Context: an optimization exercise on an open-source flow, tuned for small area. The choices shown serve that exercise and are no tape-out recipe.
Function was checked by simulation only, so behaviour that the tests miss may differ from the original.
Power and IR drop assume default switching activity.

<file path="flow/flow/run.sh">
#!/bin/bash
set -euo pipefail
here=$(pwd)
flowdir=$here/flow

# Synthesis script: synth_recipe.tcl with abc's -script argument replaced.
{
  echo 'proc abc {args} {'
  echo '  set i [lsearch -exact $args -script]'
  echo "  if { \$i >= 0 } { lset args [expr {\$i + 1}] $flowdir/abc_amap.script }"
  echo '  yosys abc {*}$args'
  echo '}'
  cat "$here/synth_recipe.tcl"
} > "$here/own_synth.tcl"

sed -e "s#SYNTH_SCRIPT=[^ ]*synth_recipe.tcl#SYNTH_SCRIPT=$here/own_synth.tcl 'BUFFER_PORTS_ARGS=-buffer_cell sky130_fd_sc_hd__buf_1'#" \
  "$here/standard.sh" > "$here/own_standard.sh"
grep -q own_synth.tcl "$here/own_standard.sh"

bash "$here/own_standard.sh" > "$here/own_flow.log" 2>&1
</file>
<file path="flow/flow/abc_amap.script">
strash
dch
amap
topo
</file>
<file path="flow/standard.sh">
#!/bin/bash
# synth_recipe.tcl (not shown) runs the flow's synth.tcl, then flattens the netlist and writes it again
# the make line also repeats each setting of config.mk as NAME=value (left out here)
make -C /OpenROAD-flow-scripts/flow DESIGN_CONFIG=/design/flow/config.mk WORK_HOME=/design/flow/orfs CLKGATE_MAP_FILE= SYNTH_SCRIPT=/design/flow/synth_recipe.tcl "${@:-finish}"
</file>
<file path="flow/config.mk">
export PLATFORM = sky130hd
export DESIGN_NAME = puf_chal_dispatcher
export DESIGN_NICKNAME = puf_chal_dispatcher
export VERILOG_FILES = /design/flow/design.v
export SDC_FILE = /design/flow/constraint.sdc
export NUM_CORES = 4
export LEC_CHECK = 0
export CAP_MARGIN = 20
export CORE_AREA = 4 4 376 376
export DIE_AREA = 0 0 380 380
export SLEW_MARGIN = 20
</file>
<file path="flow/constraint.sdc">
create_clock -name core_clock -period 5.0 [get_ports {clk}]
set_input_delay 1.0000 -clock core_clock [delete_from_list [all_inputs] [get_ports {clk}]]
set_output_delay 1.0000 -clock core_clock [all_outputs]
set_load 0.01 [all_outputs]
</file>
<file path="flow/design.v">
package puf_chal_pkg;
    typedef enum logic [1:0] {StWarmup, StLoad, StServe} disp_state_t;
    localparam int unsigned DefRngW   = 1024;
    localparam int unsigned DefChalW  = 64;
    localparam int unsigned DefNumReq = 4;
    function automatic integer slices(input integer rng_w, input integer chal_w);
        slices = rng_w / chal_w;
    endfunction
endpackage
module puf_rr_arbiter #(
    parameter int unsigned NUM_REQ = 4,
    parameter int unsigned IDW     = $clog2(NUM_REQ)
) (
    input  logic [NUM_REQ-1:0] req_i,
    input  logic [IDW-1:0]     rr_ptr_i,
    output logic               any_o,
    output logic [IDW-1:0]     idx_o
);
    always_comb begin
        any_o = 1'b0;
        idx_o = '0;
        for (int unsigned k = 0; k < NUM_REQ; k++) begin
            if (!any_o && req_i[(int'(rr_ptr_i) + k) % NUM_REQ]) begin
                any_o = 1'b1;
                idx_o = IDW'((int'(rr_ptr_i) + k) % NUM_REQ);
            end
        end
    end
endmodule
module puf_chal_dispatcher #(
    parameter int unsigned NUM_REQ = puf_chal_pkg::DefNumReq,
    parameter int unsigned CHAL_W  = puf_chal_pkg::DefChalW,
    parameter int unsigned RNG_W   = puf_chal_pkg::DefRngW,
    parameter int unsigned WARMUP  = 16
) (
    input  logic                       clk,
    input  logic                       reset,
    input  logic [RNG_W-1:0]           rng_word,
    input  logic [NUM_REQ-1:0]         req,
    output logic [NUM_REQ-1:0]         gnt,
    output logic [CHAL_W-1:0]          chal,
    output logic                       chal_valid,
    output logic [$clog2(NUM_REQ)-1:0] chal_id,
    output logic                       ready
);
    localparam int unsigned SLICES = puf_chal_pkg::slices(RNG_W, CHAL_W);
    localparam int unsigned IDW    = $clog2(NUM_REQ);
    localparam int unsigned SIW    = $clog2(SLICES);
    logic               warm_n_q, load_q, serve_q;
    logic [SIW-1:0]     cnt_q;       
    logic [IDW-1:0]     rr_ptr_q;
    logic               valid_q;
    logic               hold_inv_q;
    logic [RNG_W-1:0]   hold_q;
    logic               arb_any;
    logic [IDW-1:0]     arb_idx;
    logic               grant;
    puf_rr_arbiter #(
        .NUM_REQ (NUM_REQ)
    ) u_arb (
        .req_i    (req),
        .rr_ptr_i (rr_ptr_q),
        .any_o    (arb_any),
        .idx_o    (arb_idx)
    );
    assign grant = serve_q & arb_any;
    always_ff @(posedge clk or negedge reset) begin
        if (!reset) begin
            warm_n_q <= 1'b0;
            load_q   <= 1'b0;
            serve_q  <= 1'b0;
            cnt_q    <= '0;
            rr_ptr_q <= '0;
            valid_q  <= 1'b0;
        end else begin
            valid_q <= grant;
            if (!warm_n_q || grant) begin
                cnt_q <= cnt_q + SIW'(1);
            end
            if (grant) begin
                rr_ptr_q <= arb_idx + IDW'(1);
            end
            if (!warm_n_q) begin
                if (cnt_q == SIW'(WARMUP - 1)) begin
                    warm_n_q <= 1'b1;
                    load_q   <= 1'b1;
                end
            end else if (load_q) begin
                load_q  <= 1'b0;
                serve_q <= 1'b1;
            end else if (grant && (cnt_q == SIW'(SLICES - 1))) begin
                load_q  <= 1'b1;
                serve_q <= 1'b0;
            end
        end
    end
    logic [RNG_W-1:0] ring_next;
    logic [RNG_W-1:0] rng_rot;
    logic             hold_keep;
    assign ring_next = {hold_q[CHAL_W-1:0], hold_q[RNG_W-1:CHAL_W]};
    assign rng_rot   = {rng_word[RNG_W-CHAL_W-1:0], rng_word[RNG_W-1:RNG_W-CHAL_W]};
    assign hold_keep = ~(grant | load_q);
    logic [RNG_W-1:0] hold_d;
    for (genvar b = 0; b < RNG_W; b++) begin : g_hold
        puf_hold_cell u_cell (
            .q_i    (hold_q[b]),
            .keep_i (hold_keep),
            .next_i (ring_next[b]),
            .rot_i  (grant),
            .rng_i  (rng_rot[b]),
            .load_i (load_q),
            .d_no   (hold_d[b])
        );
    end
    always_ff @(posedge clk) begin
        hold_q     <= hold_d;
        hold_inv_q <= load_q | ~hold_inv_q;
    end
    logic [IDW-1:0] last_id;
    assign last_id = rr_ptr_q - IDW'(1);
    always_comb begin
        gnt = '0;
        gnt[last_id] = valid_q;
    end
    assign chal       = hold_q[CHAL_W-1:0] ^ {CHAL_W{hold_inv_q}};
    assign chal_valid = valid_q;
    assign chal_id    = last_id;
    assign ready      = serve_q;
endmodule
module puf_hold_cell (
    input  logic q_i,
    input  logic keep_i,
    input  logic next_i,
    input  logic rot_i,
    input  logic rng_i,
    input  logic load_i,
    output logic d_no
);
    assign d_no = ~((q_i & keep_i) | (next_i & rot_i) | (rng_i & load_i));
endmodule
</file>
==> reports/qor.yml, run 1 <==
power_and_ir_drop:
  max-vdd-ir-drop_mv: 0.7959
  leakagePower_nw: 14.30
  power_density_nw_per_um2: 961.4
status:
  status: "timing/DRC/antenna clean"
setup_path:
  cp_num_buf_inv: 7
  cp_max_fo: 174
  path_common_cell: "clkinv_1"
  max_stage_delay_ps: 800
  critPathKind: "reg -> reg"
  critPathRequiredTime_ps: 5500
  critPathLaunch: "rr_ptr_q[1]$_DFFE_PN0N_"
  start_kind: "register"
  r2r-start: "rr_ptr_q[1]$_DFFE_PN0N_"
  crit_arrival_ps: 4590
  crit_family: "buffers and inverters"
  path_cells: "clkinv_1, ha_1, clkinv_1, o22ai_1, nor2_1, clkinv_1, nor2_1, clkinv_1, nor2_1, nor2_4, buf_12, buf_4, clkinv_1, o32ai_1, a31oi_1"
  slowest_stage: "buf_4"
  crit_path_end_kind: "register"
grt:
  grt_pass1_vias: 28904
  overflow: 0
  antenna_found_initial: 45
  grt_util_met2_pct: 29.02
  grt_usage_pct: 17.44
  grt_max_degree: 234
  grtUsageMet1_pct: 21.81
  busiest_layer: "met2"
  grt_use_met3_pct: 5.211
  grt_pass1_wl_um: 192500
timing:
  setup_tns_ps: 0
  clock.fmax_mhz: 244.3
  hold_viol: 0
  slew_violations: 0
  worst_pin_slew_ps: 1214
  finalWorstSetupSlack_ps: 906.7
  rsz0062_at_grt: "no"
  whs_ps: 271.6
  slew_headroom_pct: 19.05
  period_share_pct: 81.87
  min_period_ps: 4093
  finalSetupViolations: 0
  skew_ps: 34.25
die:
  io_pins: 1102
  start_util_pct: 23.20
  design.core.area_sq_um: 137500
  die-area_sq_um: 144400
  fp.dieW_um: 380
  die_h_um: 380
  fp-row-count: 136
final_layout:
  seq_area_sq_um: 20780
  drive_gt1_share_pct: 6.273
  final_cell_mix: "1,101 x buf_1, 1,024 x a222oi_1, 1,024 x dfxtp_1, 110 x clkbuf_16, 75 x nor2_1"
  layout.nets: 4547
  final_common_cell: "buf_1"
  multiInputGateArea_sq_um: 11100
  syn_to_final_growth_pct: 33.34
  nFillCells: 14231
yosys:
  ys_types: 22
  syn_inst: 2247
  synth_fp_nets: 3279
  synthTopCellsByArea: "dfxtp_1 64%, a222oi_1 32%, a21oi_1 1.0%"
  yosys.area.top_type: "dfxtp_1"
  synth_area_per_cell_sq_um: 14.20
  synth-seq-cells: 1035
  ys_seq_area_share_pct: 65.11
  ys.warnings.count: 2
  synth_top_area_share_pct: 64.32
  synth_area_sq_um: 31900
clock_network:
  post_cts_buffers: 0
  ctsResizeCount: 0
  clk_transition_reported_paths_ps: 60
  cts_buffers: 108
  htreeDepth: 3
  cts_hold_buf: 0
  cts_sinks: 1035
  cts_tree: "yes"
  clk_latency_ps: 690
  cts_root_buf: "clkbuf_16"
  clock_path_buffers: 3
place:
  place_congestion: 0.9167
  hpwl_um: 100000
  place_ws_ps: 841.1
  portBuffers: 1101
drt:
  drc_errors: 0
  vias: 31637
  routed_wl_um: 136700
  wl_per_cell_um: 25.18
  avgViaCountPerCell: 5.826
  antenna_left: 0
  drt_pass1_iterations: 14
  drt_iter0_drc: 6146
flow_run:
  cap_violations: 0
hold_path:
  hp-class: "in -> async"
-- where the power goes --
group          switching, W  internal [W]  total (W)
combinational       0.00871       0.00747     0.0162
sequential          0.00331        0.0134     0.0167
clock               0.00340       0.00461    0.00801
total                0.0154        0.0255     0.0409
-- final timing paths --
check                                           to  slack, ps  depth (start not counted)
setup reg to reg           rr_ptr_q[1]$_DFFE_PN0N_        910                         15
hold / removal                   valid_q$_DFF_PN0_        270                          1
min in group core_clock        hold_q[734]$_DFF_P_        440                          1
setup / recovery           rr_ptr_q[1]$_DFFE_PN0N_        910                         15
max in group asynchronous       load_q$_DFFE_PN0P_       4260                          1
hold reg to reg                hold_q[734]$_DFF_P_        440                          1
-- registers in the layout, indices dropped and copies added (netlist names) --
| register | cells |
|---|---|
| serve_q | 1 |
| hold_inv_q | 1 |
| hold_q | 1024 |
| warm_n_q | 1 |
| rr_ptr_q | 2 |
| valid_q | 1 |
| cnt_q | 4 |
| load_q | 1 |
-- cell families (layout without fill, tap and decap cells) --
logic type	count (synthesis)	count (layout)	synth area share, %
AO/OA/AOI/OAI	1108	1108	33.56
flip-flops	1035	1035	65.11
AND/OR/NAND/NOR	91	91	1.126
buffers and inverters	11	1367	0.1294
adder cells (fa/ha/maj)	2	2	0.07843
other	0	33	0
-- synthesized netlist by cell type --
cell / n
o32a_1: 1
ha_1: 2
o32ai_1: 2
and3_1: 1
or2_0: 1
nand2_1: 5
a211oi_1: 1
dfrtp_1: 10
clkinv_1: 11
nand3_1: 1
nor4_1: 1
a221oi_1: 1
dfxtp_1: 1025
a31oi_1: 1
a222oi_1: 1024
o22ai_1: 10
a21oi_1: 66
nor2_1: 77
o31ai_1: 1
o21ai_0: 1
nor3_1: 3
nor2b_1: 2
-- stage by stage --
stage	cell area, sq um	util (%)	cells	total power [W]
floorplan	31910	-	2247	0.02199
global placement	38900	28.30	5199	0.03222
detailed placement	38900	28.30	5199	0.03278
CTS	42450	30.88	5397	0.04088
global route	42510	30.92	5420	0.04344
finish	42540	30.94	5430	0.04089
-- area by class of cell --
type	count	share of cell area (%)
clock buffers	162	7.377
flip-flops and latches	1035	48.85
inverters	11	0.09707
clock inverters	36	0.9707
repair buffers	1158	11.13
diodes	33	0.1941
multi-input cells	1201	26.11
well taps	1794	5.277
-- layer usage --
metal	wire, um	part of all wire, %
met1	52970	39
met2	65230	48
met3	14460	11
met4	3986	2.9
met5	90	0.066
==> inputs of run 2 (changes only) <==
--- a/flow/config.mk
+++ b/flow/config.mk
@@ -7,5 +7,5 @@
 export LEC_CHECK = 0
 export CAP_MARGIN = 20
-export CORE_AREA = 4 4 376 376
-export DIE_AREA = 0 0 380 380
+export CORE_MARGIN = 2
+export CORE_UTILIZATION = 40
 export SLEW_MARGIN = 20
==> run 2 against run 1 <==
  * The flow now stops in I/O pin placement
  * Synthesized cell count unchanged
  * Area after synthesis did not move
==> reports/qor.yml, run 2 <==
status:
  status: "stopped before the end"  # was timing/DRC/antenna clean
  failed_stage: "I/O pin placement"
  tool.error: "[ERROR PPL-0024] Number of IO pins (1102) exceeds maximum number of available positions (1032). Increase the die perimeter from 1145.62um to 1498.72um."
die:
  die_h_um: 286.4  # was 380 um
  start_util_pct: 40.38  # was 23.20%
  fp-row-count: 103  # was 136
  fp.dieW_um: 286.4  # was 380 um
yosys:
  synth_fp_nets: 3279  # unchanged
  ys_seq_area_share_pct: 65.11  # unchanged
  synthFlopType: "dfxtp_1"  # unchanged
  synth-seq-cells: 1035  # unchanged
  synthArstFlopShare_pct: 0.9662  # unchanged
  yosysMostFrequentCell: "dfxtp_1"  # unchanged
  synthTopCellsByCount: "1,025 x dfxtp_1, 1,024 x a222oi_1, 77 x nor2_1"  # unchanged
  synth_area_per_cell_sq_um: 14.20  # unchanged
  synthTopCellsByArea: "dfxtp_1 64%, a222oi_1 32%, a21oi_1 1.0%"  # unchanged
  synth_edf_count: 0  # unchanged
  yosys.area.top_type: "dfxtp_1"  # unchanged
  synth_top_area_share_pct: 64.32  # unchanged
  synth_area_sq_um: 31900  # unchanged
  ys.warnings.count: 2  # unchanged
  ys_types: 22  # unchanged
  syn_inst: 2247  # unchanged
run 2: cell counts after synthesis:
Identical to the previous run, type by type.
run 2: kinds of logic after synthesis:
logic type | synth area share, %
buffers and inverters | 0.1294
flip-flops | 65.11
AND/OR/NAND/NOR | 1.126
AO/OA/AOI/OAI | 33.56
adder cells (fa/ha/maj) | 0.07843
==> inputs of run 3 (changes only) <==
--- a/flow/flow/run.sh
+++ b/flow/flow/run.sh
@@ -14,5 +14,5 @@
 } > "$here/own_synth.tcl"
 
-sed -e "s#SYNTH_SCRIPT=[^ ]*synth_recipe.tcl#SYNTH_SCRIPT=$here/own_synth.tcl 'BUFFER_PORTS_ARGS=-buffer_cell sky130_fd_sc_hd__buf_1'#" \
+sed -e "s#SYNTH_SCRIPT=[^ ]*synth_recipe.tcl#SYNTH_SCRIPT=$here/own_synth.tcl 'BUFFER_PORTS_ARGS=-buffer_cell sky130_fd_sc_hd__buf_1' 'CTS_ARGS=-sink_clustering_enable -repair_clock_nets -dont_use_dummy_load -sink_clustering_size 20 -sink_clustering_max_diameter 100'#" \
   "$here/standard.sh" > "$here/own_standard.sh"
 grep -q own_synth.tcl "$here/own_standard.sh"
--- a/flow/config.mk
+++ b/flow/config.mk
@@ -7,5 +7,5 @@
 export LEC_CHECK = 0
 export CAP_MARGIN = 20
-export CORE_MARGIN = 2
-export CORE_UTILIZATION = 40
+export CORE_AREA = 4 4 376 376
+export DIE_AREA = 0 0 380 380
 export SLEW_MARGIN = 20
==> run 3 against run 2 <==
  * The run now finishes clean
  * Synthesized cell count unchanged
  * Area after synthesis unchanged
==> reports/qor.yml, run 3 <==
yosys:
  yosysMostFrequentCell: "dfxtp_1"  # unchanged
  synthArstFlopShare_pct: 0.9662  # unchanged
  synthTopCellsByArea: "dfxtp_1 64%, a222oi_1 32%, a21oi_1 1.0%"  # unchanged
  synthMuxAreaShare_pct: 0  # unchanged
  synthTopCellsByCount: "1,025 x dfxtp_1, 1,024 x a222oi_1, 77 x nor2_1"  # unchanged
  yosys.area_share.adder_pct: 0.07844  # unchanged
  synth_area_sq_um: 31900  # unchanged
  synth_xor_area_share_pct: 0  # unchanged
  synth_fp_nets: 3279  # unchanged
  synth_area_per_cell_sq_um: 14.20  # unchanged
  synthFlopType: "dfxtp_1"  # unchanged
  yosys.area.top_type: "dfxtp_1"  # unchanged
  synth-compound-area-share_pct: 33.56  # unchanged
  syn_inst: 2247  # unchanged
  ys.warnings.count: 2  # unchanged
  synth-seq-cells: 1035  # unchanged
  synthSimpleGateAreaFrac_pct: 1.126  # unchanged
  synth_top_family_by_area: "compound AO/OA/AOI/OAI gates"  # unchanged
  ys_types: 22  # unchanged
  synth_top_area_share_pct: 64.32  # unchanged
  synth_edf_count: 0  # unchanged
  ys_seq_area_share_pct: 65.11  # unchanged
final_layout:
  final_common_cell: "buf_1"
  drive_gt1_share_pct: 3.492
  final_cell_mix: "1,101 x buf_1, 1,024 x a222oi_1, 1,024 x dfxtp_1, 75 x nor2_1, 66 x a21oi_1"
  final_area_sq_um: 40470
  largest_reg_flops: 1024
  layout.nets: 4499
  final_util_pct: 29.44
  syn_to_final_growth_pct: 26.87
  regMostFlops: "hold_q"
  reg.largest.list: "hold_q: 1024 flops, cnt_q: 4 flops, rr_ptr_q: 2 flops"
clock_network:
  post_cts_buffers: 0
  clk_transition_reported_paths_ps: 80
  cts_tree: "yes"
  cts_sinks: 1035
  cts_buffers: 60
  ctsResizeCount: 0
  cts_root_buf: "clkbuf_16"
  clock_path_buffers: 3
  clk_latency_ps: 660
  htreeDepth: 2
  cts_hold_buf: 0
grt:
  overflow: 0
  grt_pass1_wl_um: 189600
  antenna_found_initial: 45
  grt_max_degree: 234
  grt_usage_pct: 17.15
  grt_pass1_vias: 28186
power_and_ir_drop:
  p_sw_share_pct: 39.02
  internal_power_w: 0.02296
  power_density_nw_per_um2: 930.2
  pwr-share-comb_pct: 42.9
  max-vdd-ir-drop_mv: 0.8020
  p_clk_share_pct: 12.8
  power_frac_seq_pct: 44.3
  p_switching_w: 0.01469
  leakagePower_nw: 13.31
timing:
  whs_ps: 332.5
  finalWorstSetupSlack_ps: 900.9
  hold_viol: 0
  clock.fmax_mhz: 244.0
  skew_ps: 50.18
  setup_tns_ps: 0
  finalSetupViolations: 0
  slew_violations: 0
  rsz0062_at_grt: "no"
  worst_pin_slew_ps: 1165
  min_period_ps: 4099
  period_share_pct: 81.98
  slew_headroom_pct: 22.33
setup_path:
  critPathKind: "reg -> reg"
  start_kind: "register"
  crit_path_end_kind: "register"
  r2r-start: "rr_ptr_q[1]$_DFFE_PN0N_"
  critPathRequiredTime_ps: 5470
  reg2reg_slack_ps: 900
  crit_family: "buffers and inverters"
  cp_num_buf_inv: 7
  path_common_cell: "clkinv_1"
  path_cells: "clkinv_1, ha_1, clkinv_1, o22ai_1, nor2_1, clkinv_1, nor2_1, clkinv_1, nor2_1, nor2_4, buf_12, buf_4, clkinv_1, o32ai_1, a31oi_1"
  crit_arrival_ps: 4570
  r2r-end: "rr_ptr_q[1]$_DFFE_PN0N_"
  reg2reg_depth: 15
  cp_max_fo: 174
  slowest_stage: "buf_4"
  max_stage_delay_ps: 800
flow_run:
  cap_violations: 0
die:
  die-area_sq_um: 144400
  start_util_pct: 23.20  # was 40.38%
  design.core.area_sq_um: 137500
  fp.dieW_um: 380  # was 286.4 um
  die_h_um: 380  # was 286.4 um
  io_pins: 1102
  fp-row-count: 136  # was 103
drt:
  routed_wl_um: 135300
  drt_pass1_iterations: 15
  drc_errors: 0
  antenna_left: 0
  vias: 31262
  drt_iter0_drc: 6038
  avgViaCountPerCell: 5.914
  wl_per_cell_um: 25.60
place:
  dpl_cell_area_sq_um: 38900
  hpwl_um: 100000
  place_ws_ps: 841.1
  place_congestion: 0.9167
  portBuffers: 1101
hold_path:
  hp-class: "in -> async"
status:
  status: "timing/DRC/antenna clean"  # was stopped before the end
run 3: cell counts after synthesis:
No cell type changed its count.
run 3: worst reg2reg max path, cell delays in order (launching register included):
cell and delay, ps:
dfrtp_1 410, clkinv_1 170, ha_1 390, clkinv_1 190, o22ai_1 200, nor2_1 80
clkinv_1 60, nor2_1 50, clkinv_1 60, nor2_1 70, nor2_4 180, buf_12 600
buf_4 850, clkinv_1 240, o32ai_1 320, a31oi_1 70
run 3: kinds of logic (layout without fill, tap and decap cells):
logic type,Yosys count,after routing
simple gates,91,91
compound gates,1108,1108
flops,1035,1035
other cells,0,27
fa+ha+maj,2,2
buf+inv,11,1229
run 3: worst max path at each step:
stage / from / end / cells past startpoint
2_1_floorplan: req[0] / hold_q[0]$_DFF_P_ / 10
3_3_place_gp: req[0] / rr_ptr_q[1]$_DFFE_PN0N_ / 14
3_5_place_dp: req[0] / rr_ptr_q[1]$_DFFE_PN0N_ / 14
4_1_cts: rr_ptr_q[1]$_DFFE_PN0N_ / rr_ptr_q[1]$_DFFE_PN0N_ / 15
5_1_grt: rr_ptr_q[1]$_DFFE_PN0N_ / rr_ptr_q[1]$_DFFE_PN0N_ / 15
6_report: rr_ptr_q[1]$_DFFE_PN0N_ / rr_ptr_q[1]$_DFFE_PN0N_ / 15
run 3: through the flow:
stage	power, W	instances
6_report	0.03765	5286
5_1_grt	0.04011	5282
4_1_cts	0.03759	5259
3_5_place_dp	0.03278	5199
3_3_place_gp	0.03222	5199
2_1_floorplan	0.02199	2247
run 3: power by group through the flow:
stage               combinational, W  clock (W)  sequential (W)
finish                        0.0162    0.00481          0.0167
global route                  0.0178    0.00524          0.0171
CTS                           0.0160    0.00496          0.0166
detailed placement            0.0160          0          0.0168
global placement              0.0156          0          0.0166
floorplan                    0.00625          0          0.0157
run 3: layout make-up:
type | count | area [sq um]
multi-input cells | 1201 | 11100
inverters | 11 | 41.29
fillers | 14353 | 97020
clock buffers | 60 | 1501
diodes | 27 | 67.56
flip-flops and latches | 1035 | 20780
repair buffers | 1158 | 4736
well taps | 1794 | 2245
run 3: routing by layer:
metal  vias to the layer above  track usage, %  share of wire [%]
met5                         -               0              0.071
met1                     15790           21.77                 39
met4                        16           4.687                2.5
met2                      1720           28.79                 48
li1                      13538               -                  -
met3                       198           4.527                9.8
==> inputs of run 4 (changes only) <==
==> flow/run.sh (new file) <==
#!/bin/bash
# synth_recipe.tcl (not shown) runs the flow's synth.tcl, then flattens the netlist and writes it again
# the make line also repeats each setting of config.mk as NAME=value (left out here)
make -C /OpenROAD-flow-scripts/flow DESIGN_CONFIG=/design/flow/config.mk WORK_HOME=/design/flow/orfs CLKGATE_MAP_FILE= SYNTH_SCRIPT=/design/flow/synth_recipe.tcl finish
removed: flow/flow/run.sh
removed: flow/flow/abc_amap.script
removed: flow/standard.sh
==> run 4 against run 3 <==
  * Largest cell class unchanged
  * Total power increased by 15%
  * Sequential cell count did not move
  * Clock skew fell by 15 ps
  * Clock power increased by 86%
  * Die area is the same
  * Non-clock buffer count shrank 8
  * Still clean
  * Largest power group is now combinational cells
  * Via count rose by 7.0%
  * Critical endpoint is now chal[2]
  * Wire length rose by 31%
  * First-iteration DRC count is 53% lower
  * Final cell count is 21% higher
==> reports/qor.yml, run 4 <==
final_layout:
  stdcell_count: 6406  # was 5,286
  regMostFlops: "hold_q"  # unchanged
  drive_gt1_share_pct: 5.525  # was 3.492%
  syn_to_final_growth_pct: 43.85  # was 26.87%
  final_common_cell: "clkdlybuf4s50_1"  # was buf_1
  layout.nets: 5498  # was 4,499
  reg.largest.list: "hold_q: 1024 flops, cnt_q: 4 flops, rr_ptr_q: 2 flops"  # unchanged
  final_cell_mix: "1,101 x clkdlybuf4s50_1, 1,025 x a22o_1, 1,024 x a21oi_1, 1,024 x dfxtp_1, 117 x clkbuf_16"  # was 1,101 x buf_1, 1,024 x a222oi_1, 1,024 x dfxtp_1, 75 x nor2_1, 66 x a21oi_1
  largest_reg_flops: 1024  # unchanged
drt:
  drt_pass1_iterations: 6  # was 15
  wl_per_cell_um: 27.73  # was 25.60 um
  drt_iter0_drc: 2820  # was 6,038
  routed_wl_um: 177600  # was 135,300 um
  drc_errors: 0  # unchanged
  antenna_left: 0  # unchanged
  avgViaCountPerCell: 5.223  # was 5.914
  vias: 33458  # was 31,262
yosys:
  synthTopCellsByArea: "dfxtp_1 55%, a22o_1 24%, a21oi_1 14%"  # was dfxtp_1 64%, a222oi_1 32%, a21oi_1 1.0%
  synth_area_sq_um: 37520  # was 31,900 sq um
  synthTopCellsByCount: "1,025 x a22o_1, 1,025 x dfxtp_1, 1,024 x a21oi_1"  # was 1,025 x dfxtp_1, 1,024 x a222oi_1, 77 x nor2_1
  ys.warnings.count: 2  # unchanged
  synthFlopType: "dfxtp_1"  # unchanged
  synth_fp_nets: 4582  # was 3,279
  synth-seq-cells: 1035  # unchanged
  ys_types: 39  # was 22
  yosys.area.top_type: "dfxtp_1"  # unchanged
  syn_inst: 3550  # was 2,247
  synth_top_area_share_pct: 54.68  # was 64.32%
  synthArstFlopShare_pct: 0.9662  # unchanged
  synth_area_per_cell_sq_um: 10.57  # was 14.20 sq um
  synth_edf_count: 0  # unchanged
  ys_seq_area_share_pct: 55.35  # was 65.11%
setup_path:
  critPathRequiredTime_ps: 4000  # was 5470 ps
  r2r-start: "load_q$_DFFE_PN0P_"  # was rr_ptr_q[1]$_DFFE_PN0N_
  r2r-end: "hold_q[415]$_DFF_P_"  # was rr_ptr_q[1]$_DFFE_PN0N_
  crit_path_end_kind: "output pin"  # was register
  critPathKind: "reg -> out"  # was reg -> reg
  reg2reg_depth: 4  # was 15
  reg2reg_slack_ps: 2280  # was 900 ps
  critPathCapture: "chal[2]"  # was rr_ptr_q[1]$_DFFE_PN0N_
  cp_max_fo: 40  # was 174
  critPathLaunch: "hold_inv_q$_DFF_P_"  # was rr_ptr_q[1]$_DFFE_PN0N_
  start_kind: "register"  # unchanged
  crit_arrival_ps: 2880  # was 4570 ps
grt:
  overflow: 0  # unchanged
  antenna_found_initial: 92  # was 45
  grt_pass1_vias: 31469  # was 28,186
  grt_max_degree: 167  # was 234
  grt_usage_pct: 23.11  # was 17.15%
  grt_pass1_wl_um: 241300  # was 189,600 um
clock_network:
  cts_sinks: 1035  # unchanged
  ctsResizeCount: 0  # unchanged
  cts_buffers: 115  # was 60
  htreeDepth: 3  # was 2
  cts_hold_buf: 0  # unchanged
  clk_latency_ps: 710  # was 660 ps
  cts_root_buf: "clkbuf_16"  # unchanged
  post_cts_buffers: 0  # unchanged
  clock_path_buffers: 3  # unchanged
  clk_transition_reported_paths_ps: 60  # was 80 ps
  cts_tree: "yes"  # unchanged
timing:
  period_share_pct: 77.70  # was 81.98%
  rsz0062_at_grt: "no"  # unchanged
  slew_headroom_pct: 31.83  # was 22.33%
  slew_violations: 0  # unchanged
  worst_pin_slew_ps: 1023  # was 1165 ps
  clock.fmax_mhz: 257.4  # was 244.0 MHz
  hold_viol: 0  # unchanged
  setup_tns_ps: 0  # unchanged
  min_period_ps: 3885  # was 4099 ps
  finalSetupViolations: 0  # unchanged
  whs_ps: 421.8  # was 332.5 ps
  skew_ps: 35.50  # was 50.18 ps
place:
  portBuffers: 1101  # unchanged
  dp_cells: 6143  # was 5,199
  place_congestion: 0.9011  # was 0.9167
  hpwl_um: 134500  # was 100,000 um
die:
  start_util_pct: 27.29  # was 23.20%
  io_pins: 1102  # unchanged
  fp-row-count: 136  # unchanged
  die-area_sq_um: 144400  # unchanged
  die_h_um: 380  # unchanged
  design.core.area_sq_um: 137500  # unchanged
  fp.dieW_um: 380  # unchanged
power_and_ir_drop:
  power_density_nw_per_um2: 804.5  # was 930.2 nW/um^2
  leakagePower_nw: 22.16  # was 13.31 nW
  max-vdd-ir-drop_mv: 0.3868  # was 0.8020 mV
flow_run:
  cap_violations: 0  # unchanged
hold_path:
  hp-class: "reg -> reg"  # was in -> async
  hold-path-cell-count: 1
status:
  status: "timing/DRC/antenna clean"  # unchanged
## run 4: cell types whose count changed after synthesis, moves of 10 or more
cell	change
clkinv_1	-11
clkbuf_1	+143
a21oi_1	+958
buf_6	+13
o22ai_1	-10
buf_2	+161
xor2_1	+65
a222oi_1	-1024
a22o_1	+1025
nor2_1	-76
buf_4	+30
## run 4: worst min path at each step
| stage | start | end | slack, ps |
|---|---|---|---|
| finish | hold_q[312]$_DFF_P_ | hold_q[312]$_DFF_P_ | 420 |
| floorplan | hold_q[1000]$_DFF_P_ | hold_q[1000]$_DFF_P_ | 400 |
| detailed placement | hold_q[926]$_DFF_P_ | hold_q[926]$_DFF_P_ | 420 |
| global route | hold_q[813]$_DFF_P_ | hold_q[813]$_DFF_P_ | 430 |
| global placement | hold_q[450]$_DFF_P_ | hold_q[450]$_DFF_P_ | 410 |
| CTS | hold_q[312]$_DFF_P_ | hold_q[312]$_DFF_P_ | 420 |
## run 4: final cells by class
type | count | area [sq um]
antenna | 51 | 127.6
clock buffer | 171 | 3471
clock inverter | 41 | 593.1
fill | 13612 | 83510
inverter | 3 | 18.77
multi-input combinational | 2161 | 15020
sequential | 1035 | 20780
tap | 1794 | 2245
timing repair buffer | 1150 | 11730
## run 4: cells by family (layout without fill, tap and decap cells)
group                      Yosys count  count (layout)  share of synthesized area, %
AOI/OAI and AO/OA                 2064            2064                         37.85
DFF                               1035            1035                         55.35
buffers and inverters              354            1365                         4.638
xor gates and xnor gates            67              67                         1.564
and+or+nand+nor                     22              22                        0.3601
muxes                                6               6                        0.1667
adders and majority gates            2               2                       0.06668
other                                0              51                             0
## run 4: power by group
| part | internal (W) | total [W] | switching (W) |
|---|---|---|---|
| clock network | 0.00529 | 0.00897 | 0.00368 |
| registers | 0.0131 | 0.0164 | 0.00330 |
| logic | 0.00857 | 0.0180 | 0.00945 |
| total | 0.0270 | 0.0434 | 0.0164 |
## run 4: metrics by stage
| stage | area [sq um] | total power [W] | util, % | setup slack, ps |
|---|---|---|---|---|
| global route | 53940 | 0.04625 | 39.23 | 921.8 |
| detailed placement | 49790 | 0.03454 | 36.21 | 981.1 |
| global placement | 49790 | 0.03419 | 36.21 | 1080 |
| finish | 53980 | 0.04342 | 39.26 | 1115 |
| floorplan | 37520 | 0.02771 | - | 2384 |
| CTS | 53850 | 0.04372 | 39.17 | 923.6 |
## run 4: critical path: stages, from the launching register on
cell,delay (ps)
dfxtp_4,720
buf_12,370
xor2_1,390
clkdlybuf4s50_1,630
## run 4: routing by layer
metal	GRT usage, %	wire length (um)
met5	0	169
met4	7.397	5026
met3	8.002	15870
met2	37.02	82590
met1	29.15	73960
==> inputs of run 5 (changes only) <==
--- a/flow/design.v
+++ b/flow/design.v
@@ -95,21 +95,17 @@
         end
     end
-    logic [RNG_W-1:0] ring_next;
-    logic [RNG_W-1:0] rng_rot;
+    logic             shift;
     logic             hold_keep;
-    assign ring_next = {hold_q[CHAL_W-1:0], hold_q[RNG_W-1:CHAL_W]};
-    assign rng_rot   = {rng_word[RNG_W-CHAL_W-1:0], rng_word[RNG_W-1:RNG_W-CHAL_W]};
-    assign hold_keep = ~(grant | load_q);
+    logic             top_keep;
     logic [RNG_W-1:0] hold_d;
-    for (genvar b = 0; b < RNG_W; b++) begin : g_hold
-        puf_hold_cell u_cell (
-            .q_i    (hold_q[b]),
-            .keep_i (hold_keep),
-            .next_i (ring_next[b]),
-            .rot_i  (grant),
-            .rng_i  (rng_rot[b]),
-            .load_i (load_q),
-            .d_no   (hold_d[b])
-        );
+    assign shift     = grant & (cnt_q != '0);
+    assign hold_keep = ~(shift | load_q);
+    assign top_keep  = serve_q | ~warm_n_q;
+    for (genvar b = 0; b < RNG_W - CHAL_W; b++) begin : g_hold
+        assign hold_d[b] = ~((hold_q[b] & hold_keep) | (hold_q[b + CHAL_W] & shift)
+                             | (rng_word[b] & load_q));
+    end
+    for (genvar b = RNG_W - CHAL_W; b < RNG_W; b++) begin : g_top
+        assign hold_d[b] = ~((hold_q[b] | load_q) & (rng_word[b] | top_keep));
     end
     always_ff @(posedge clk) begin
@@ -128,13 +124,2 @@
     assign ready      = serve_q;
 endmodule
-module puf_hold_cell (
-    input  logic q_i,
-    input  logic keep_i,
-    input  logic next_i,
-    input  logic rot_i,
-    input  logic rng_i,
-    input  logic load_i,
-    output logic d_no
-);
-    assign d_no = ~((q_i & keep_i) | (next_i & rot_i) | (rng_i & load_i));
-endmodule
==> flow/flow/run.sh (new file) <==
#!/bin/bash
set -euo pipefail
here=$(pwd)
flowdir=$here/flow

# Synthesis script: synth_recipe.tcl with abc's -script argument replaced.
{
  echo 'proc abc {args} {'
  echo '  set i [lsearch -exact $args -script]'
  echo "  if { \$i >= 0 } { lset args [expr {\$i + 1}] $flowdir/abc_amap.script }"
  echo '  yosys abc {*}$args'
  echo '}'
  cat "$here/synth_recipe.tcl"
} > "$here/own_synth.tcl"

sed -e "s#SYNTH_SCRIPT=[^ ]*synth_recipe.tcl#SYNTH_SCRIPT=$here/own_synth.tcl 'BUFFER_PORTS_ARGS=-buffer_cell sky130_fd_sc_hd__buf_1' 'CTS_ARGS=-sink_clustering_enable -repair_clock_nets -dont_use_dummy_load -sink_clustering_size 20 -sink_clustering_max_diameter 100'#" \
  "$here/standard.sh" > "$here/own_standard.sh"
grep -q own_synth.tcl "$here/own_standard.sh"

bash "$here/own_standard.sh" > "$here/own_flow.log" 2>&1
==> flow/flow/abc_amap.script (new file) <==
strash
dch
amap
topo
==> flow/standard.sh (new file) <==
#!/bin/bash
# synth_recipe.tcl (not shown) runs the flow's synth.tcl, then flattens the netlist and writes it again
# the make line also repeats each setting of config.mk as NAME=value (left out here)
make -C /OpenROAD-flow-scripts/flow DESIGN_CONFIG=/design/flow/config.mk WORK_HOME=/design/flow/orfs CLKGATE_MAP_FILE= SYNTH_SCRIPT=/design/flow/synth_recipe.tcl "${@:-finish}"
removed: flow/run.sh
==> run 5 against run 4 <==
  * Still clean
  * Sequential share of layout area increased by 13 points
  * Die area unchanged
  * Area after synthesis shrank 16%
  * Sequential power about the same
  * Via count fell by 8.7%
  * Sequential cell count is the same
  * Critical path depth increased by 9
  * Fmax down 12%
  * Non-clock buffer count rose by 15
  * Total power is 12% lower
  * Hold slack lost 59 ps
==> reports/qor.yml, run 5 <==
timing:
  finalWorstSetupSlack_ps: 584.2  # was 1115 ps
  period_share_pct: 88.32  # was 77.70%
  hold_viol: 0  # unchanged
  whs_ps: 362.4  # was 421.8 ps
  skew_ps: 30.79  # was 35.50 ps
  clock.fmax_mhz: 226.5  # was 257.4 MHz
  rsz0062_at_grt: "no"  # unchanged
  min_period_ps: 4416  # was 3885 ps
  slew_headroom_pct: 20.28  # was 31.83%
  finalSetupViolations: 0  # unchanged
  setup_tns_ps: 0  # unchanged
  worst_pin_slew_ps: 1196  # was 1023 ps
  slew_violations: 0  # unchanged
grt:
  grt_pass1_wl_um: 181700  # was 241,300 um
  overflow: 0  # unchanged
  grt_max_degree: 240  # was 167
  grt_usage_pct: 16.20  # was 23.11%
  grt_pass1_vias: 28182  # was 31,469
  antenna_found_initial: 32  # was 92
place:
  hpwl_um: 92440  # was 134,500 um
  place_congestion: 0.9297  # was 0.9011
  place_ws_ps: 641.7  # was 981.1 ps
  dp_cells: 5214  # was 6,143
  portBuffers: 1101  # unchanged
setup_path:
  critPathRequiredTime_ps: 5460  # was 4000 ps
  critPathKind: "reg -> reg"  # was reg -> out
  cp_max_fo: 235  # was 40
  crit_arrival_ps: 4870  # was 2880 ps
  start_kind: "register"  # unchanged
  crit_path_end_kind: "register"  # was output pin
  reg2reg_slack_ps: 580  # was 2280 ps
flow_run:
  cap_violations: 0  # unchanged
power_and_ir_drop:
  leakagePower_nw: 13.28  # was 22.16 nW
  max-vdd-ir-drop_mv: 0.6887  # was 0.3868 mV
  power_density_nw_per_um2: 943.4  # was 804.5 nW/um^2
final_layout:
  final_cell_mix: "1,101 x buf_1, 1,024 x dfxtp_1, 960 x a222oi_1, 75 x nor2_1, 74 x o22ai_1"  # was 1,101 x clkdlybuf4s50_1, 1,025 x a22o_1, 1,024 x a21oi_1, 1,024 x dfxtp_1, 117 x clkbuf_16
  regMostFlops: "hold_q"  # unchanged
  syn_to_final_growth_pct: 27.26  # was 43.85%
  layout.nets: 4513  # was 5,498
  final_common_cell: "buf_1"  # was clkdlybuf4s50_1
  nFillCells: 14392  # was 13,612
  final_util_pct: 29.34  # was 39.26%
  drive_gt1_share_pct: 3.623  # was 5.525%
  reg.largest.list: "hold_q: 1024 flops, cnt_q: 4 flops, rr_ptr_q: 2 flops"  # unchanged
  largest_reg_flops: 1024  # unchanged
  stdcell_count: 5303  # was 6,406
yosys:
  yosysMostFrequentCell: "dfxtp_1"
  syn_inst: 2256  # was 3,550
  synth_area_sq_um: 31700  # was 37,520 sq um
  synth_top_area_share_pct: 64.74  # was 54.68%
  synth_fp_nets: 3289  # was 4,582
  ys_types: 20  # was 39
  synth_edf_count: 0  # unchanged
  ys_seq_area_share_pct: 65.53  # was 55.35%
  synthFlopType: "dfxtp_1"  # unchanged
  synthArstFlopShare_pct: 0.9662  # unchanged
  ys.warnings.count: 2  # unchanged
  synth-seq-cells: 1035  # unchanged
  synthTopCellsByCount: "1,025 x dfxtp_1, 960 x a222oi_1, 76 x nor2_1"  # was 1,025 x a22o_1, 1,025 x dfxtp_1, 1,024 x a21oi_1
  synthTopCellsByArea: "dfxtp_1 65%, a222oi_1 30%, o22ai_1 1.5%"  # was dfxtp_1 55%, a22o_1 24%, a21oi_1 14%
  synth_area_per_cell_sq_um: 14.05  # was 10.57 sq um
  yosys.area.top_type: "dfxtp_1"  # unchanged
die:
  die_h_um: 380  # unchanged
  design.core.area_sq_um: 137500  # unchanged
  io_pins: 1102  # unchanged
  fp.dieW_um: 380  # unchanged
  start_util_pct: 23.05  # was 27.29%
  die-area_sq_um: 144400  # unchanged
  fp-row-count: 136  # unchanged
drt:
  drt_iter0_drc: 5499  # was 2,820
  drc_errors: 0  # unchanged
  drt_pass1_iterations: 14  # was 6
  wl_per_cell_um: 24.16  # was 27.73 um
  avgViaCountPerCell: 5.759  # was 5.223
  routed_wl_um: 128100  # was 177,600 um
  vias: 30540  # was 33,458
  antenna_left: 0  # unchanged
clock_network:
  cts_buffers: 57  # was 115
  htreeDepth: 2  # was 3
  clk_transition_reported_paths_ps: 90  # was 60 ps
  clock_path_buffers: 3  # unchanged
  cts_root_buf: "clkbuf_16"  # unchanged
  clk_latency_ps: 650  # was 710 ps
  cts_sinks: 1035  # unchanged
  ctsResizeCount: 0  # unchanged
  cts_hold_buf: 0  # unchanged
  cts_tree: "yes"  # unchanged
  post_cts_buffers: 0  # unchanged
hold_path:
  hp-class: "in -> async"  # was reg -> reg
status:
  status: "timing/DRC/antenna clean"  # unchanged
run 5: cell types whose count changed in the layout (fill, tap and decap cells not counted), sizes merged, moves of 13 or more:
cell,before,now
a22o,1025,0
diode,51,31
clkinv,26,13
a222oi,0,960
xor2,65,0
o22ai,0,74
nor2,2,76
buf,49,1165
clkdlybuf4s50,1101,0
clkbuf,171,57
a21oi,1024,68
run 5: metal layers:
metal  wire (um)  share of wire [%]  GRT usage [%]
met1       52620                 41          21.02
met2       61860                 48          27.09
met3       10130                7.9          3.240
met4        3494                2.7          5.078
met5          38              0.030              0
run 5: path summary, 6_finish.rpt:
path	from	end	depth (start not counted)
worst max-delay path	rr_ptr_q[1]$_DFFE_PN0P_	hold_q[369]$_DFF_P_	12
worst min-delay path	reset	cnt_q[0]$_DFFE_PN0P_	1
max in group asynchronous	reset	load_q$_DFFE_PN0P_	1
worst min register to register	hold_q[972]$_DFF_P_	hold_q[972]$_DFF_P_	1
min in group core_clock	hold_q[972]$_DFF_P_	hold_q[972]$_DFF_P_	1
worst max register to register	rr_ptr_q[1]$_DFFE_PN0P_	hold_q[369]$_DFF_P_	12
run 5: per-stage QoR:
step / power (W) / cell area [sq um]
final: 0.03805 / 40330
after global routing: 0.04059 / 40320
after CTS: 0.03809 / 40230
after detailed placement: 0.03344 / 38800
after global placement: 0.03281 / 38800
after floorplan: 0.02176 / 31710
run 5: logic make-up (layout without fill, tap and decap cells):
logic type / after synthesis / after routing / synth area share (%)
other: 0 / 31 / 0
flip-flops: 1035 / 1035 / 65.53
buffers and inverters: 13 / 1235 / 0.1540
AO/OA/AOI/OAI: 1111 / 1111 / 33.02
AND/OR/NAND/NOR: 93 / 93 / 1.149
XOR/XNOR: 1 / 1 / 0.02764
adder cells (fa/ha/maj): 3 / 3 / 0.1184
run 5: area by class of cell:
| type | instances | area (sq um) | share of cell area (%) |
|---|---|---|---|
| Antenna cell | 31 | 77.57 | 0.1923 |
| Timing Repair Buffer | 1165 | 4858 | 12.05 |
| Sequential cell | 1035 | 20780 | 51.51 |
| Tap cell | 1794 | 2245 | 5.565 |
| Multi-Input combinational cell | 1208 | 10900 | 27.03 |
| Clock buffer | 57 | 1426 | 3.536 |
| Inverter | 13 | 48.80 | 0.1210 |
run 5: worst max-delay path, stage by stage, from the launching register on:
cell and delay [ps]:
dfrtp_1 390, clkinv_1 160, ha_1 460, clkinv_1 180, o22ai_1 170, or2_0 150, nor2_1 80, clkinv_1 60
o21ai_0 300, a31oi_4 340, buf_12 580, buf_12 660, a222oi_1 230
run 5: report_power, final:
part / total (W) / switching (W) / internal, W / leakage (nW)
clock network: 0.00465 / 0.00263 / 0.00202 / 0.703
registers: 0.0165 / 0.00309 / 0.0134 / 8.76
logic: 0.0169 / 0.00901 / 0.00790 / 3.82
total: 0.0381 / 0.0147 / 0.0233 / 13.3
==> inputs of run 6 (changes only) <==
--- a/flow/flow/run.sh
+++ b/flow/flow/run.sh
@@ -14,5 +14,5 @@
 } > "$here/own_synth.tcl"
 
-sed -e "s#SYNTH_SCRIPT=[^ ]*synth_recipe.tcl#SYNTH_SCRIPT=$here/own_synth.tcl 'BUFFER_PORTS_ARGS=-buffer_cell sky130_fd_sc_hd__buf_1' 'CTS_ARGS=-sink_clustering_enable -repair_clock_nets -dont_use_dummy_load -sink_clustering_size 20 -sink_clustering_max_diameter 100'#" \
+sed -e "s#SYNTH_SCRIPT=[^ ]*synth_recipe.tcl#SYNTH_SCRIPT=$here/own_synth.tcl 'BUFFER_PORTS_ARGS=-buffer_cell sky130_fd_sc_hd__buf_1' 'CTS_ARGS=-sink_clustering_enable -repair_clock_nets -dont_use_dummy_load -sink_clustering_size 25 -sink_clustering_max_diameter 100'#" \
   "$here/standard.sh" > "$here/own_standard.sh"
 grep -q own_synth.tcl "$here/own_standard.sh"
==> run 6 against run 5 <==
  * Still clean on timing, DRC and antenna
  * Via count about the same
  * First-iteration DRC count up 0.40%
  * Area after synthesis did not move
  * Critical path depth fell by 1
  * Clock skew grew 35 ps
  * Hold slack better by 15 ps
  * Fmax decreased by 2.6%
  * Non-clock buffer count stayed put
  * Combinational power about the same
  * Setup slack lost 120 ps
  * Sequential cell count unchanged
  * Sequential share of layout area grew 0.29 points
  * Critical endpoint is now hold_q[306]$_DFF_P_
  * Largest cell class unchanged
  * Largest power group unchanged
  * Highest routed layer unchanged
==> reports/qor.yml, run 6 <==
die:
  fp-row-count: 136  # unchanged
  start_util_pct: 23.05  # unchanged
  io_pins: 1102  # unchanged
  die-area_sq_um: 144400  # unchanged
  fp.dieW_um: 380  # unchanged
  design.core.area_sq_um: 137500  # unchanged
  die_h_um: 380  # unchanged
timing:
  finalWorstSetupSlack_ps: 466.8  # was 584.2 ps
  finalSetupViolations: 0  # unchanged
  rsz0062_at_grt: "no"  # unchanged
  skew_ps: 66.09  # was 30.79 ps
  worst_pin_slew_ps: 1241  # was 1196 ps
  period_share_pct: 90.66  # was 88.32%
  hold_viol: 0  # unchanged
  slew_violations: 0  # unchanged
  min_period_ps: 4533  # was 4416 ps
  clock.fmax_mhz: 220.6  # was 226.5 MHz
  slew_headroom_pct: 17.26  # was 20.28%
  setup_tns_ps: 0  # unchanged
clock_network:
  cts_root_buf: "clkbuf_16"  # unchanged
  cts_tree: "yes"  # unchanged
  htreeDepth: 2  # unchanged
  post_cts_buffers: 0  # unchanged
  cts_sinks: 1035  # unchanged
  cts_buffers: 48  # was 57
  clk_latency_ps: 630  # was 650 ps
  ctsResizeCount: 0  # unchanged
  cts_hold_buf: 0  # unchanged
  clock_path_buffers: 3  # unchanged
  clk_transition_reported_paths_ps: 100  # was 90 ps
setup_path:
  max_stage_delay_ps: 730  # was 660 ps
  crit_family: "compound AO/OA/AOI/OAI gates"  # was buffers and inverters
  reg2reg_slack_ps: 470  # was 580 ps
  critPathKind: "reg -> reg"  # unchanged
  crit_path_end_kind: "register"  # unchanged
  start_kind: "register"  # unchanged
  r2r-end: "hold_q[306]$_DFF_P_"  # was hold_q[369]$_DFF_P_
  reg2reg_depth: 11  # was 12
  cp_num_buf_inv: 4  # was 5
  slowest_stage: "o21ai_0"  # was buf_12
  critPathRequiredTime_ps: 5510  # was 5460 ps
  r2r-start: "rr_ptr_q[0]$_DFFE_PN0P_"  # was rr_ptr_q[1]$_DFFE_PN0P_
  path_cells: "clkinv_1, o22ai_1, o22ai_1, or2_0, nor2_1, clkinv_1, o21ai_0, a31oi_4, buf_12, buf_12, a222oi_1"  # was clkinv_1, ha_1, clkinv_1, o22ai_1, or2_0, nor2_1, clkinv_1, o21ai_0, a31oi_4, buf_12, buf_12, a222oi_1
  crit_arrival_ps: 5050  # was 4870 ps
  cp_max_fo: 235  # unchanged
place:
  dpl_cell_area_sq_um: 38800  # unchanged
  place_ws_ps: 641.7  # unchanged
  portBuffers: 1101  # unchanged
  place_congestion: 0.9297  # unchanged
  hpwl_um: 92440  # unchanged
yosys:
  synth-seq-cells: 1035  # unchanged
  synth_edf_count: 0  # unchanged
  synthTopCellsByArea: "dfxtp_1 65%, a222oi_1 30%, o22ai_1 1.5%"  # unchanged
  synthArstFlopShare_pct: 0.9662  # unchanged
  synth_fp_nets: 3289  # unchanged
  synth_top_area_share_pct: 64.74  # unchanged
  synthTopCellsByCount: "1,025 x dfxtp_1, 960 x a222oi_1, 76 x nor2_1"  # unchanged
  synth_area_per_cell_sq_um: 14.05  # unchanged
  ys.warnings.count: 2  # unchanged
  yosys.area.top_type: "dfxtp_1"  # unchanged
  ys_types: 20  # unchanged
  yosysMostFrequentCell: "dfxtp_1"  # unchanged
  synth_area_sq_um: 31700  # unchanged
  ys_seq_area_share_pct: 65.53  # unchanged
  synthFlopType: "dfxtp_1"  # unchanged
  syn_inst: 2256  # unchanged
final_layout:
  multiInputGateArea_sq_um: 10900  # unchanged
  layout.nets: 4504  # was 4,513
  final_util_pct: 29.17  # was 29.34%
  syn_to_final_growth_pct: 26.54  # was 27.26%
  drive_gt1_share_pct: 3.373  # was 3.623%
  regMostFlops: "hold_q"  # unchanged
  largest_reg_flops: 1024  # unchanged
  final_cell_mix: "1,101 x buf_1, 1,024 x dfxtp_1, 960 x a222oi_1, 75 x nor2_1, 74 x o22ai_1"  # unchanged
  final_common_cell: "buf_1"  # unchanged
  seq_area_sq_um: 20780  # unchanged
  reg.largest.list: "hold_q: 1024 flops, cnt_q: 4 flops, rr_ptr_q: 2 flops"  # unchanged
  final_area_sq_um: 40110  # was 40,330 sq um
  nFillCells: 14407  # was 14,392
drt:
  drt_iter0_drc: 5521  # was 5,499
  drt_pass1_iterations: 17  # was 14
  wl_per_cell_um: 24.19  # was 24.16 um
  antenna_left: 0  # unchanged
  vias: 30549  # was 30,540
  avgViaCountPerCell: 5.772  # was 5.759
  routed_wl_um: 128000  # was 128,100 um
  drc_errors: 0  # unchanged
grt:
  grt_usage_pct: 16.17  # was 16.20%
  antenna_found_initial: 33  # was 32
  grt_pass1_vias: 27988  # was 28,182
  overflow: 0  # unchanged
  grt_max_degree: 240  # unchanged
  grt_pass1_wl_um: 181400  # was 181,700 um
hold_path:
  hp-class: "in -> async"  # unchanged
power_and_ir_drop:
  leakagePower_nw: 13.17  # was 13.28 nW
  finalPower_w: 0.03769  # was 0.03805 W
  max-vdd-ir-drop_mv: 0.6940  # was 0.6887 mV
  power_density_nw_per_um2: 939.7  # was 943.4 nW/um^2
flow_run:
  cap_violations: 0  # unchanged
status:
  status: "timing/DRC/antenna clean"  # unchanged
==> run 6: cell counts after synthesis <==
No cell type changed its count.
==> run 6: cell type report <==
type	count	share of cell area, %
Sequential cell	1035	51.80
Clock buffer	48	2.995
Antenna cell	30	0.1872
Multi-Input combinational cell	1208	27.18
Tap cell	1794	5.597
Timing Repair Buffer	1165	12.11
Inverter	13	0.1217
==> run 6: routing by layer <==
layer	track usage [%]	wire length [um]	vias to the layer above
met3	3.147	10440	180
met1	21.08	52200	15477
li1	-	-	13423
met4	4.929	3280	6
met5	0	36	-
met2	27.06	62060	1463
==> run 6: logic make-up (layout without fill, tap and decap cells) <==
logic type,count (synthesis),after routing,synth area share [%]
AOI/OAI and AO/OA,1111,1111,33.02
DFF,1035,1035,65.53
and+or+nand+nor,93,93,1.149
buffers and inverters,13,1226,0.1540
adders and majority gates,3,3,0.1184
xor gates and xnor gates,1,1,0.02764
other,0,30,0
==> run 6: through the flow <==
stage	cells	hold slack, ps
final	5293	377.4
after global routing	5288	337.0
after CTS	5262	310.6
after detailed placement	5214	428.3
after global placement	5214	417.9
after floorplan	2256	411.3
==> run 6: power breakdown <==
part	total [W]	switching (W)	internal [W]
logic	0.0169	0.00902	0.00790
registers	0.0165	0.00309	0.0134
clock network	0.00428	0.00256	0.00172
total	0.0377	0.0147	0.0230
==> run 6: worst register-to-register path, stage by stage (launching register included) <==
cell and delay [ps]:
dfrtp_1 500, clkinv_1 320, o22ai_1 330, o22ai_1 130
or2_0 250, nor2_1 210, clkinv_1 110, o21ai_0 730
a31oi_4 100, buf_12 320, buf_12 520, a222oi_1 900
==> run 6: how the worst max path moves through the flow <==
stage / slack, ps / to / startpoint / cells past startpoint
2_1_floorplan: -103970 / hold_q[0]$_DFF_P_ / req[0] / 9
3_3_place_gp: 680 / hold_q[532]$_DFF_P_ / req[0] / 11
3_5_place_dp: 640 / hold_q[236]$_DFF_P_ / req[0] / 11
4_1_cts: 740 / hold_q[788]$_DFF_P_ / rr_ptr_q[1]$_DFFE_PN0P_ / 12
5_1_grt: 310 / hold_q[788]$_DFF_P_ / rr_ptr_q[1]$_DFFE_PN0P_ / 12
6_report: 470 / hold_q[306]$_DFF_P_ / rr_ptr_q[0]$_DFFE_PN0P_ / 11
==> inputs of run 7 (changes only) <==
--- a/flow/flow/run.sh
+++ b/flow/flow/run.sh
@@ -14,5 +14,5 @@
 } > "$here/own_synth.tcl"
 
-sed -e "s#SYNTH_SCRIPT=[^ ]*synth_recipe.tcl#SYNTH_SCRIPT=$here/own_synth.tcl 'BUFFER_PORTS_ARGS=-buffer_cell sky130_fd_sc_hd__buf_1' 'CTS_ARGS=-sink_clustering_enable -repair_clock_nets -dont_use_dummy_load -sink_clustering_size 25 -sink_clustering_max_diameter 100'#" \
+sed -e "s#SYNTH_SCRIPT=[^ ]*synth_recipe.tcl#SYNTH_SCRIPT=$here/own_synth.tcl 'BUFFER_PORTS_ARGS=-buffer_cell sky130_fd_sc_hd__buf_1' 'CTS_ARGS=-sink_clustering_enable -repair_clock_nets -dont_use_dummy_load -sink_clustering_size 30 -sink_clustering_max_diameter 100'#" \
   "$here/standard.sh" > "$here/own_standard.sh"
 grep -q own_synth.tcl "$here/own_standard.sh"
==> run 7 against run 6 <==
  * Total power fell by 0.71%
  * Non-clock buffer count did not move
  * Critical path depth did not move
  * Count of clock-buffer cells in the layout fell by 6
  * Fmax fell by 0.15%
  * Final cell count fell by 0.21%
  * Clock power fell by 5.8%
  * Sequential power barely moved
  * Register-to-register slack barely moved
  * Synthesized cell count did not move
  * Hold slack got worse by 1.6 ps
  * Die area did not move
==> reports/qor.yml, run 7 <==
yosys:
  yosys.area.top_type: "dfxtp_1"  # unchanged
  yosys.area_share.adder_pct: 0.1184  # unchanged
  synthTopCellsByArea: "dfxtp_1 65%, a222oi_1 30%, o22ai_1 1.5%"  # unchanged
  ys.warnings.count: 2  # unchanged
  synthFlopType: "dfxtp_1"  # unchanged
  synth_area_per_cell_sq_um: 14.05  # unchanged
  ys_seq_area_share_pct: 65.53  # unchanged
  synth_fp_nets: 3289  # unchanged
  synth_top_area_share_pct: 64.74  # unchanged
  syn_inst: 2256  # unchanged
  synthMuxAreaShare_pct: 0  # unchanged
  yosysMostFrequentCell: "dfxtp_1"  # unchanged
  synthTopCellsByCount: "1,025 x dfxtp_1, 960 x a222oi_1, 76 x nor2_1"  # unchanged
  ys_types: 20  # unchanged
  synthArstFlopShare_pct: 0.9662  # unchanged
  synth-seq-cells: 1035  # unchanged
  synth_top_family_by_area: "compound AO/OA/AOI/OAI gates"  # unchanged
  synth-compound-area-share_pct: 33.02  # unchanged
  synth_edf_count: 0  # unchanged
  synth_area_sq_um: 31700  # unchanged
  synthSimpleGateAreaFrac_pct: 1.149  # unchanged
  synth_xor_area_share_pct: 0.02763  # unchanged
clock_network:
  cts_tree: "yes"  # unchanged
  clk_latency_ps: 620  # was 630 ps
  post_cts_buffers: 0  # unchanged
  clock_path_buffers: 3  # unchanged
  htreeDepth: 2  # unchanged
  cts_sinks: 1035  # unchanged
  cts_hold_buf: 0  # unchanged
  ctsResizeCount: 0  # unchanged
  cts_root_buf: "clkbuf_16"  # unchanged
  clk_transition_reported_paths_ps: 110  # was 100 ps
  cts_buffers: 42  # was 48
drt:
  drc_errors: 0  # unchanged
  routed_wl_um: 127500  # was 128,000 um
  drt_pass1_iterations: 13  # was 17
  antenna_left: 0  # unchanged
  vias: 30424  # was 30,549
  drt_iter0_drc: 5447  # was 5,521
  wl_per_cell_um: 24.14  # was 24.19 um
  avgViaCountPerCell: 5.760  # was 5.772
hold_path:
  hp-class: "in -> async"  # unchanged
setup_path:
  cp_num_buf_inv: 4  # unchanged
  path_cells: "clkinv_1, o22ai_1, o22ai_1, or2_0, nor2_1, clkinv_1, o21ai_0, a31oi_4, buf_12, buf_12, a222oi_1"  # unchanged
  r2r-start: "rr_ptr_q[0]$_DFFE_PN0P_"  # unchanged
  crit_family: "compound AO/OA/AOI/OAI gates"  # unchanged
  start_kind: "register"  # unchanged
  r2r-end: "hold_q[466]$_DFF_P_"  # was hold_q[306]$_DFF_P_
  cp_max_fo: 235  # unchanged
  slowest_stage: "o21ai_0"  # unchanged
  critPathKind: "reg -> reg"  # unchanged
  max_stage_delay_ps: 710  # was 730 ps
  reg2reg_slack_ps: 460  # was 470 ps
  crit_arrival_ps: 5010  # was 5050 ps
  reg2reg_depth: 11  # unchanged
  critPathRequiredTime_ps: 5470  # was 5510 ps
  crit_path_end_kind: "register"  # unchanged
power_and_ir_drop:
  max-vdd-ir-drop_mv: 0.6885  # was 0.6940 mV
  finalPower_w: 0.03742  # was 0.03769 W
  power_density_nw_per_um2: 936.9  # was 939.7 nW/um^2
  leakagePower_nw: 13.10  # was 13.17 nW
grt:
  grt_pass1_wl_um: 181000  # was 181,400 um
  overflow: 0  # unchanged
  antenna_found_initial: 30  # was 33
  grt_usage_pct: 16.12  # was 16.17%
  grt_pass1_vias: 27974  # was 27,988
  grt_max_degree: 240  # unchanged
final_layout:
  drive_gt1_share_pct: 3.205  # was 3.373%
  regMostFlops: "hold_q"  # unchanged
  nFillCells: 14427  # was 14,407
  reg.largest.list: "hold_q: 1024 flops, cnt_q: 4 flops, rr_ptr_q: 2 flops"  # unchanged
  stdcell_count: 5282  # was 5,293
  largest_reg_flops: 1024  # unchanged
  final_cell_mix: "1,101 x buf_1, 1,024 x dfxtp_1, 960 x a222oi_1, 75 x nor2_1, 74 x o22ai_1"  # unchanged
  syn_to_final_growth_pct: 26.03  # was 26.54%
  final_common_cell: "buf_1"  # unchanged
  layout.nets: 4498  # was 4,504
status:
  status: "timing/DRC/antenna clean"  # unchanged
die:
  io_pins: 1102  # unchanged
  design.core.area_sq_um: 137500  # unchanged
  start_util_pct: 23.05  # unchanged
  die_h_um: 380  # unchanged
  fp.dieW_um: 380  # unchanged
  fp-row-count: 136  # unchanged
  die-area_sq_um: 144400  # unchanged
place:
  dp_cells: 5214  # unchanged
  hpwl_um: 92440  # unchanged
  place_congestion: 0.9297  # unchanged
  portBuffers: 1101  # unchanged
timing:
  finalSetupViolations: 0  # unchanged
  slew_headroom_pct: 11.64  # was 17.26%
  clock.fmax_mhz: 220.3  # was 220.6 MHz
  worst_pin_slew_ps: 1325  # was 1241 ps
  rsz0062_at_grt: "no"  # unchanged
  period_share_pct: 90.80  # was 90.66%
  slew_violations: 0  # unchanged
  min_period_ps: 4540  # was 4533 ps
  setup_tns_ps: 0  # unchanged
  hold_viol: 0  # unchanged
  skew_ps: 69.10  # was 66.09 ps
flow_run:
  cap_violations: 0  # unchanged
run 7: cell type report:
type                            count  area (sq um)  share of cell area, %
Clock buffer                       42          1051                  2.631
Antenna cell                       25         62.56                 0.1566
Timing Repair Buffer             1165          4858                  12.16
Multi-Input combinational cell   1208         10900                  27.29
Tap cell                         1794          2245                  5.619
Sequential cell                  1035         20780                  52.02
Inverter                           13         48.80                 0.1222
run 7: metrics by stage:
step           util, %  setup WS (ps)  area, sq um  hold WS [ps]
2_1_floorplan        -        -103970        31710         411.3
3_3_place_gp     28.22          677.1        38800         417.9
3_5_place_dp     28.22          641.7        38800         428.3
4_1_cts          28.99          695.9        39850         319.9
5_1_grt          29.05          282.0        39940         346.4
6_report         29.05          460.1        39940         375.8
run 7: worst max-delay path by stage:
stage	to	startpoint	cells past startpoint	slack, ps
finish	hold_q[466]$_DFF_P_	rr_ptr_q[0]$_DFFE_PN0P_	11	460
global route	hold_q[786]$_DFF_P_	rr_ptr_q[1]$_DFFE_PN0P_	12	280
CTS	hold_q[594]$_DFF_P_	rr_ptr_q[1]$_DFFE_PN0P_	12	700
detailed placement	hold_q[236]$_DFF_P_	req[0]	11	640
global placement	hold_q[532]$_DFF_P_	req[0]	11	680
floorplan	hold_q[0]$_DFF_P_	req[0]	9	-103970
run 7: kinds of logic (layout without fill, tap and decap cells):
group	after synthesis	count (layout)
buf+inv	13	1220
fa+ha+maj	3	3
other cells	0	25
xor+xnor	1	1
compound gates	1111	1111
flops	1035	1035
simple gates	93	93
run 7: layer usage:
metal	track usage (%)	wire length, um	up-vias
li1	-	-	13395
met1	21.00	52770	15462
met2	27.17	62210	1396
met3	3.147	9462	163
met4	4.580	3027	8
met5	0	55	-
run 7: power by group:
| group | switching, W | internal, W | leakage [nW] |
|---|---|---|---|
| registers | 0.00310 | 0.0134 | 8.76 |
| clock network | 0.00251 | 0.00152 | 0.518 |
| logic | 0.00901 | 0.00791 | 3.82 |

[afterwards: timing with drivers on the ports]
How much do the figures lean on ideal ports? The routed layouts below were timed once more, with nothing changed but the port constraints. Step 1 sets driving cells, clkbuf_16 on the clock port and buf_2 on the other inputs (assumed; they add their load-dependent delay and slew). Step 2 adds t to the input delays and takes it off the output delays; t is the mean of the earliest and latest rising clock arrival at the registers after step 1. Input paths then give back, and output paths get back, about the clock's delay inside the block. Three values: no drivers, after step 1, after step 2; two values: the first two.
run	t, ns	slack for setup (ns)	hold slack, ns	slew at the worst register clock pin (ns)
run 1	0.736	0.907 / 0.907 / 0.783	0.272 / 0.238 / 0.437	0.07 / 0.07
run 3	0.692	0.901 / 0.901 / 0.787	0.333 / 0.299 / 0.426	0.09 / 0.09
run 4	0.782	1.115 / 1.036 / 1.003	0.422 / 0.422 / 0.422	0.07 / 0.07
run 5	0.695	0.584 / 0.584 / 0.327	0.362 / 0.326 / 0.440	0.09 / 0.09
run 6	0.660	0.467 / 0.467 / 0.230	0.377 / 0.341 / 0.387	0.10 / 0.10
run 7	0.655	0.460 / 0.460 / 0.205	0.376 / 0.340 / 0.376	0.12 / 0.12
After both steps setup and hold are still met in every run listed. The setup slack of run 5, which loses most, moves by 0.000 ns with the drivers and by -0.257 ns with both steps.
